This design comes from an exercise in tuning for small area, a short achievable clock period and few clock cycles on the open sky130 flow, not from production work.
Where RTL was checked, it was by simulation tests only, not by an equivalence proof against the original.
Power figures rest on the tool's default switching activity, not on a simulated workload.

## job 101
==> flow/design.v (excerpt) <==
module dctq_rle_encoder #(
  parameter int DW = dctq_rle_pkg::DW_DEFAULT
) (
  input  logic          clk,
  input  logic          reset_n,
  input  logic [DW-1:0] dctq,
  input  logic          dctq_valid,
  input  logic [5:0]    addr,
  output logic          hold,
  output logic          rle_valid,
  output logic [5:0]    rle_run,
  output logic [DW-1:0] rle_level,
  output logic          rle_last,
  input  logic          rle_ready,
  output logic          overrun
);
For scale: about 38 I/O pins, roughly 54,000 um^2 of cells after synthesis.
Settings: LEC_CHECK=0, CAP_MARGIN=20, CORE_MARGIN=2, CORE_UTILIZATION=30, CTS_CLUSTER_DIAMETER=80, CTS_CLUSTER_SIZE=30, SETUP_SLACK_MARGIN=3.1, SLEW_MARGIN=20; clock period 5.5 ns.
run.sh (not shown) runs the stock make flow with config.mk's settings and CLKGATE_MAP_FILE= SYNTH_SCRIPT=/design/flow/synth_recipe.tcl, a recipe that flattens the netlist after the stock synthesis.
Job 101 ended with every stage complete and zero timing, DRC or antenna violations.
diff inputs: job 101 => job 102
diff --git a/flow/design.v b/flow/design.v
--- a/flow/design.v
+++ b/flow/design.v
@@ -138,48 +138,43 @@
       default: maxr = 6'd0;
     endcase
   endfunction
 endpackage
 module dctq_pingpong_ram #(
   parameter int DW = 9
 ) (
   input  logic          clk,
   input  logic          wr_en,
   input  logic          wr_bank,
   input  logic [5:0]    wr_addr,    
   input  logic [DW-1:0] wr_dat,
-  input  logic [1:0]    clr,        
   output logic [63:0]   nz0,        
   output logic [63:0]   nz1,        
   input  logic [7:0]    rd_g0,      
   input  logic [7:0]    rd_g1,      
   input  logic [7:0]    rd_i,       
   input  logic          rd_load,    
   output logic [4*DW-1:0] rd_part    
 );
-  logic [DW-1:0] s0 [64];
-  logic [DW-1:0] s1 [64];
   logic [DW-1:0] m0 [64];
   logic [DW-1:0] m1 [64];
   logic [63:0]   hit;
   for (genvar p = 0; p < 64; p++) begin : g_ent
     assign hit[p] = (wr_addr == dctq_rle_pkg::zz(6'(p)));
     always_ff @(posedge clk) begin
-      s0[p] <= (s0[p] | {DW{clr[0]}}) & ~({DW{wr_en & hit[p] & ~wr_bank}} & wr_dat);
+      if (wr_en && hit[p] && !wr_bank) m0[p] <= wr_dat;
     end
     always_ff @(posedge clk) begin
-      s1[p] <= (s1[p] | {DW{clr[1]}}) & ~({DW{wr_en & hit[p] & wr_bank}} & wr_dat);
+      if (wr_en && hit[p] && wr_bank) m1[p] <= wr_dat;
     end
-    assign m0[p]  = ~s0[p];
-    assign m1[p]  = ~s1[p];
     assign nz0[p] = |m0[p];
     assign nz1[p] = |m1[p];
   end
   logic [DW-1:0] part [4];
   always_comb begin
     for (int q = 0; q < 4; q++) part[q] = '0;
     for (int j = 0; j < 8; j++) begin
       for (int i = 0; i < 8; i++) begin
         part[j/4]     = part[j/4]     | ({DW{rd_g0[j] & rd_i[i]}} & m0[8*j+i]);
         part[2 + j/4] = part[2 + j/4] | ({DW{rd_g1[j] & rd_i[i]}} & m1[8*j+i]);
       end
     end
@@ -202,25 +197,24 @@
   output logic [DW-1:0] rle_level,
   output logic          rle_last,
   input  logic          rle_ready,
   output logic          overrun
 );
   logic          wb_q, wb_d;
   logic [5:0]    wcnt_q, wcnt_d;
   logic          inord_q, inord_d;    
   logic [1:0]    full_q, full_d, full_set, full_clr;
   logic          hold_q, hold_d;
   logic          overrun_q, overrun_d;
   logic          wr_en, wr_tok, wr_done;
-  logic [1:0]    clr_q;               
   logic [1:0]    tok_q;               
   logic [6:0]    owe_q [2];           
   logic [6:0]    owe_d [2];
   logic          rb_q, rb_d;
   logic [7:0]    g0_q, g0_d;          
   logic [7:0]    g1_q, g1_d;          
   logic [2:0]    gb_q, gb_d;          
   logic [7:0]    rem_q, rem_d;        
   logic          sdone_q, sdone_d;    
   logic          eobw_q, eobw_d;      
   logic          kill_q, kill_d;      
   logic          adv_q;               
@@ -245,25 +239,24 @@
   logic [7:0]    c8, cand, first;
   logic [2:0]    fi;
   logic          found, gavail, more, adv;
   logic          out_free, u_load, u_move, t_load, eob_load, t_move, owed;
   logic [DW-1:0] coef;
   logic [4*DW-1:0] rd_part;
   dctq_pingpong_ram #(.DW(DW)) u_ram (
     .clk     (clk),
     .wr_en   (wr_en),
     .wr_bank (wb_q),
     .wr_addr (addr),
     .wr_dat  (dctq),
-    .clr     (clr_q),
     .nz0     (nz0),
     .nz1     (nz1),
     .rd_g0   (t_g0_q),
     .rd_g1   (t_g1_q),
     .rd_i    (t_i_q),
     .rd_load (t_load),
     .rd_part (rd_part)
   );
   always_comb begin
     wr_en     = dctq_valid & ~hold_q;
     wr_tok    = wr_en & ((addr == 6'd0) | (|dctq));
     wr_done   = wr_en & (wcnt_q == 6'd63);
@@ -458,27 +451,24 @@
       t_i_q       <= t_i_d;
       t_p_q       <= t_p_d;
       u_v_q       <= u_v_d;
       u_p_q       <= u_p_d;
       st_q        <= st_d;
       rle_valid_q <= rle_valid_d;
       rle_run_q   <= rle_run_d;
       rle_level_q <= rle_level_d;
       rle_last_q  <= rle_last_d;
     end
   end
   always_ff @(posedge clk) begin
-    clr_q <= {~reset_n | (eobw_q & rle_ready & rb_q), ~reset_n | (eobw_q & rle_ready & ~rb_q)};
-  end
-  always_ff @(posedge clk) begin
     a8_q   <= a8_d;
     b8_q   <= b8_d;
     gava_q <= gava_d;
     gavb_q <= gavb_d;
     adv_q  <= (gb_d != gb_q) & ~kill_d;
   end
   always_ff @(posedge clk) begin
     if (!reset_n || kill_d) avail_q <= '0;
     else                    avail_q <= avail;
   end
   assign hold      = hold_q;
   assign overrun   = overrun_q;
### Flow results
- Relative to job 101, the vertical die dimension measured on job 102 has increased slightly.
- The first-pass iteration count of the detailed router number comes out lower for job 101 vs job 102.
- In job 102, the worst slew slack as a fraction of its limit came out 9.6 points above the value in job 101.
- The share of layout cells above drive strength 1 in job 102 sits 4.2 points above the value recorded for job 101.
- In job 102 the count of clock-buffer cells in the layout turned out 8.5% higher than in job 101.
- Per the comparison of job 102 with job 101, portion of total power attributed to sequential cells has increased, slack of the critical path has increased, hold slack has decreased.
- Measured against job 101, the number of buffers added by the clock tree synthesis step of job 102 comes out at 0.918 times the reference value.
- Going from job 101 to job 102, the timing-limited maximum frequency was found to have gone up by 0.53%.
- Area of the mapped netlist, job 102 and job 101, higher one = job 102.
- Taking job 101 as the reference, in job 102 sequential share of layout area went up 17 points; cell area after layout went up about 2.4%; total setup buffers inserted after CTS went up 27.
Testbench counts of job 102, summed over its fixed seeds: cycles 20,676.
Function not checked in job 101: the RTL went through the layout flow alone.

========
Setup of onyx:
dctq_rle_encoder, a different RTL version from the one above (not shown whole).
Size in the first run: ~6,300 cells after synthesis, ~1,300 flip-flops, about 38 I/O pins, ~0.052 sq mm of cells after synthesis.
==> module dctq_pingpong_ram, before the edit <==
module dctq_pingpong_ram #(
  parameter int DW = 9
) (
  input  logic          clk,
  input  logic          wr_en,
  input  logic          wr_bank,
  input  logic [5:0]    wr_addr,    
  input  logic [DW-1:0] wr_dat,
  input  logic [1:0]    clr,        
  output logic [63:0]   nz0,        
  output logic [63:0]   nz1,        
  input  logic [7:0]    rd_g0,      
  input  logic [7:0]    rd_g1,      
  input  logic [7:0]    rd_i,       
  output logic [4*DW-1:0] rd_part    
);
  logic [DW-1:0] s0 [64];
  logic [DW-1:0] s1 [64];
  logic [DW-1:0] m0 [64];
  logic [DW-1:0] m1 [64];
  logic [63:0]   hit;
  for (genvar p = 0; p < 64; p++) begin : g_ent
    assign hit[p] = (wr_addr == dctq_rle_pkg::zz(6'(p)));
    always_ff @(posedge clk) begin
      s0[p] <= (s0[p] | {DW{clr[0]}}) & ~({DW{wr_en & hit[p] & ~wr_bank}} & wr_dat);
    end
    always_ff @(posedge clk) begin
      s1[p] <= (s1[p] | {DW{clr[1]}}) & ~({DW{wr_en & hit[p] & wr_bank}} & wr_dat);
    end
    assign m0[p]  = ~s0[p];
    assign m1[p]  = ~s1[p];
    assign nz0[p] = |m0[p];
    assign nz1[p] = |m1[p];
  end
  logic [DW-1:0] gw0 [8];
  logic [DW-1:0] gw1 [8];
  logic [DW-1:0] part [4];
  always_comb begin
    for (int j = 0; j < 8; j++) begin
      gw0[j] = '0;
      gw1[j] = '0;
      for (int i = 0; i < 8; i++) begin
        gw0[j] = gw0[j] | ({DW{rd_i[i]}} & m0[8*j+i]);
        gw1[j] = gw1[j] | ({DW{rd_i[i]}} & m1[8*j+i]);
      end
    end
    for (int q = 0; q < 4; q++) part[q] = '0;
    for (int j = 0; j < 8; j++) begin
      part[j/4]     = part[j/4]     | ({DW{rd_g0[j]}} & gw0[j]);
      part[2 + j/4] = part[2 + j/4] | ({DW{rd_g1[j]}} & gw1[j]);
    end
  end
  always_ff @(posedge clk) begin
    rd_part <= {part[3], part[2], part[1], part[0]};
  end
endmodule
clock: 5.5 ns
lec_check: 0
cap_margin: 20
core_margin: 2
core_utilization: 30
cts_cluster_diameter: 80
cts_cluster_size: 30
setup_slack_margin: 3.1
slew_margin: 20
Every stage of the flow completed for onyx, and the final layout passed the timing, design-rule and antenna checks.
Testbench counts of onyx, summed over its fixed seeds: cycles 20,688.
--- input diff onyx..tundra ---
--- a/flow/design.v
+++ b/flow/design.v
@@ -170,28 +170,28 @@
     end
     assign m0[p]  = ~s0[p];
     assign m1[p]  = ~s1[p];
     assign nz0[p] = |m0[p];
     assign nz1[p] = |m1[p];
   end
-  logic [DW-1:0] gw0 [8];
-  logic [DW-1:0] gw1 [8];
+  logic [DW-1:0] iw0 [8];
+  logic [DW-1:0] iw1 [8];
   logic [DW-1:0] part [4];
   always_comb begin
-    for (int j = 0; j < 8; j++) begin
-      gw0[j] = '0;
-      gw1[j] = '0;
-      for (int i = 0; i < 8; i++) begin
-        gw0[j] = gw0[j] | ({DW{rd_i[i]}} & m0[8*j+i]);
-        gw1[j] = gw1[j] | ({DW{rd_i[i]}} & m1[8*j+i]);
+    for (int i = 0; i < 8; i++) begin
+      iw0[i] = '0;
+      iw1[i] = '0;
+      for (int j = 0; j < 8; j++) begin
+        iw0[i] = iw0[i] | ({DW{rd_g0[j]}} & m0[8*j+i]);
+        iw1[i] = iw1[i] | ({DW{rd_g1[j]}} & m1[8*j+i]);
       end
     end
     for (int q = 0; q < 4; q++) part[q] = '0;
-    for (int j = 0; j < 8; j++) begin
-      part[j/4]     = part[j/4]     | ({DW{rd_g0[j]}} & gw0[j]);
-      part[2 + j/4] = part[2 + j/4] | ({DW{rd_g1[j]}} & gw1[j]);
+    for (int i = 0; i < 8; i++) begin
+      part[i/4]     = part[i/4]     | ({DW{rd_i[i]}} & iw0[i]);
+      part[2 + i/4] = part[2 + i/4] | ({DW{rd_i[i]}} & iw1[i]);
     end
   end
   always_ff @(posedge clk) begin
     rd_part <= {part[3], part[2], part[1], part[0]};
   end
 endmodule
Notes after the runs:
| area after synthesis | onyx vs tundra | ≈ equal |
Summary of the comparison: starting DRC count in detailed routing is lower in tundra, relative to onyx.
[tundra] non-clock buffer count rose 27% relative to onyx
Per the comparison of tundra with onyx, share of final-layout standard cells stronger than drive strength 1 now larger; number of instances in the synthesized netlist comparable.
Leakage power of the design in tundra is 0.31 nW higher than in onyx
Looking at type of the worst setup path, the in2reg result is from tundra; the reg2reg one comes from onyx.
Taking tundra as 1.0, onyx lands at 1.05 on maximum vdd drop.
No functional check of the RTL was part of tundra.

========
Another version of the RTL of dctq_rle_encoder (not shown whole).
Size in the first run: ~6100 cells after synthesis, ~1300 flip-flops, ~50000 um^2 of cells after synthesis.
==> flow/config.mk <==
export PLATFORM = sky130hd
export DESIGN_NAME = dctq_rle_encoder
export DESIGN_NICKNAME = dctq_rle_encoder
export VERILOG_FILES = /design/flow/design.v
export SDC_FILE = /design/flow/constraint.sdc
export NUM_CORES = 4
export LEC_CHECK = 0
export CAP_MARGIN = 20
export CORE_MARGIN = 2
export CORE_UTILIZATION = 30
export CTS_CLUSTER_DIAMETER = 80
export CTS_CLUSTER_SIZE = 30
export SETUP_SLACK_MARGIN = 3.1
export SLEW_MARGIN = 20
==> flow/constraint.sdc <==
create_clock -name core_clock -period 5.5 [get_ports {clk}]
set_input_delay 1.1000 -clock core_clock [delete_from_list [all_inputs] [get_ports {clk}]]
set_output_delay 1.1000 -clock core_clock [all_outputs]
set_load 0.01 [all_outputs]
The first run ran to the end with no violations.
Testbench counts at the start, summed over its fixed seeds: cycles 20,720.
Then changed:
--- a/flow/design.v
+++ b/flow/design.v
@@ -226,16 +226,19 @@
   logic [7:0]    g0_q, g0_d;          
   logic [7:0]    g1_q, g1_d;          
   logic [2:0]    gb_q, gb_d;          
   logic [7:0]    rem_q, rem_d;        
   logic          sdone_q, sdone_d;    
   logic          eobw_q, eobw_d;      
   logic          kill_q, kill_d;      
-  logic [7:0]    a8_q, a8_d;          
-  logic          gava_q, gava_d;      
+  logic          adv_q;               
+  logic [7:0]    a8_q, b8_q;          
+  logic          gava_q, gavb_q;      
+  logic [7:0]    a8_d, b8_d;
+  logic          gava_d, gavb_d;
   logic          t_v_q, t_v_d;
   logic [7:0]    t_g0_q, t_g0_d;
   logic [7:0]    t_g1_q, t_g1_d;
   logic [7:0]    t_i_q, t_i_d;
   logic [5:0]    t_p_q, t_p_d;        
   logic          t_rd_q;              
   logic [6:0]    st_q, st_d;          
@@ -290,26 +293,31 @@
   always_comb begin
     for (int p = 0; p < 64; p++) begin
       avail[p] = full_q[rb_q] | (inord_q & (wcnt_q > dctq_rle_pkg::maxr(6'(p))));
     end
   end
   always_comb begin
     a8_d   = '0;
+    b8_d   = '0;
     gava_d = 1'b0;
+    gavb_d = 1'b0;
     for (int j = 0; j < 8; j++) begin
       for (int i = 0; i < 8; i++) begin
         a8_d[i] = a8_d[i] | (avail[8*j+i] & ((8*j+i == 0) ? (g0_q[j] | g1_q[j]) :
                                              ((g0_q[j] & nz0[8*j+i]) | (g1_q[j] & nz1[8*j+i]))));
+        if (j < 7) b8_d[i] = b8_d[i] | (avail[8*j+8+i] &
+                                        ((g0_q[j] & nz0[8*j+8+i]) | (g1_q[j] & nz1[8*j+8+i])));
       end
       gava_d = gava_d | ((g0_q[j] | g1_q[j]) & avail[8*j+7]);
+      if (j < 7) gavb_d = gavb_d | ((g0_q[j] | g1_q[j]) & avail[8*j+15]);
     end
   end
   always_comb begin
-    c8     = a8_q;
-    gavail = ~kill_q & gava_q;
+    c8     = adv_q ? b8_q : a8_q;
+    gavail = ~kill_q & (adv_q ? gavb_q : gava_q);
     cand   = c8 & rem_q & {8{~kill_q}};
     first  = cand & ~(cand - 8'd1);
     found  = |cand;
     more   = |(cand & ~first);
     adv    = gavail & ~more & ~sdone_q;
     fi     = '0;
     for (int i = 7; i >= 0; i--) if (cand[i]) fi = 3'(i);
@@ -353,15 +361,14 @@
         t_g0_d = g0_q;
         t_g1_d = g1_q;
         t_i_d  = first;
         t_p_d  = {gb_q, fi};
         rem_d  = rem_q & ~first;
       end
       if (adv) begin
-        kill_d = 1'b1;
         g0_d  = {g0_q[6:0], 1'b0};
         g1_d  = {g1_q[6:0], 1'b0};
         gb_d  = gb_q + 3'd1;
         rem_d = 8'hFF;
         if (gb_q == 3'd7) sdone_d = 1'b1;
       end
     end
@@ -454,15 +461,18 @@
     else          t_rd_q <= t_v_q & ~t_load;
   end
   always_ff @(posedge clk) begin
     clr_q <= {~reset_n | (eobw_q & rle_ready & rb_q), ~reset_n | (eobw_q & rle_ready & ~rb_q)};
   end
   always_ff @(posedge clk) begin
     a8_q   <= a8_d;
+    b8_q   <= b8_d;
     gava_q <= gava_d;
+    gavb_q <= gavb_d;
+    adv_q  <= (gb_d != gb_q) & ~kill_d;
   end
   assign hold      = hold_q;
   assign overrun   = overrun_q;
   assign rle_valid = rle_valid_q;
   assign rle_run   = rle_run_q;
   assign rle_level = rle_level_q;
   assign rle_last  = rle_last_q;
=> The changed run ran to the end with no violations. Total power climbs by about 3.4%. Setup slack is worse by 64 ps. Combinational power came out higher by 12%. Final area rose by 2.1%. Clock power is higher by about 7%. Wire length hardly moves. Utilization goes up by 0.18 points. Via count increases by 2.0%.
Function not checked in the second run of this note: the RTL went through the layout flow alone.

## afterwards: timing with drivers on the ports
In the flow no input, the clock included, has a driving cell. The finished layouts below were timed again as built, in two steps. Step 1: set_driving_cell puts a clkbuf_16 on clk and a buf_2 on each other input, an assumption about the parent block. Step 2 adds t to the input delays and takes it off the output delays; t is the mean of the earliest and latest rising clock arrival at the registers after step 1. Input paths then give back, and output paths get back, about the clock's delay inside the block. a / b / c = ideal ports / drivers / drivers and shift; a / b = the first two.
run | t (ns) | setup WS [ns] | hold WS [ns] | worst setup path at the end | pins driven straight from the clock port
job 101 | 0.828 | 2.993 / 2.993 / 2.255 | 0.468 / 0.468 / 0.468 | input to register | 1
job 102 | 0.799 | 3.006 / 3.000 / 2.288 | 0.462 / 0.462 / 0.462 | input to register | 1
onyx | 0.806 | 2.990 / 2.990 / 2.336 | 0.449 / 0.449 / 0.449 | input to register | 1
tundra | 0.800 | 2.962 / 2.915 / 2.115 | 0.466 / 0.466 / 0.466 | input to register | 1
the first run of note 3 | 0.809 | 3.036 / 2.987 / 2.244 | 0.465 / 0.465 / 0.465 | input to register | 1
the second run of note 3 | 0.810 | 2.972 / 2.972 / 2.207 | 0.468 / 0.468 / 0.468 | input to register | 1
After both steps every run listed still meets setup and hold. The setup slack of tundra, which loses most, moves by -0.047 ns with the drivers and by -0.847 ns with both steps.
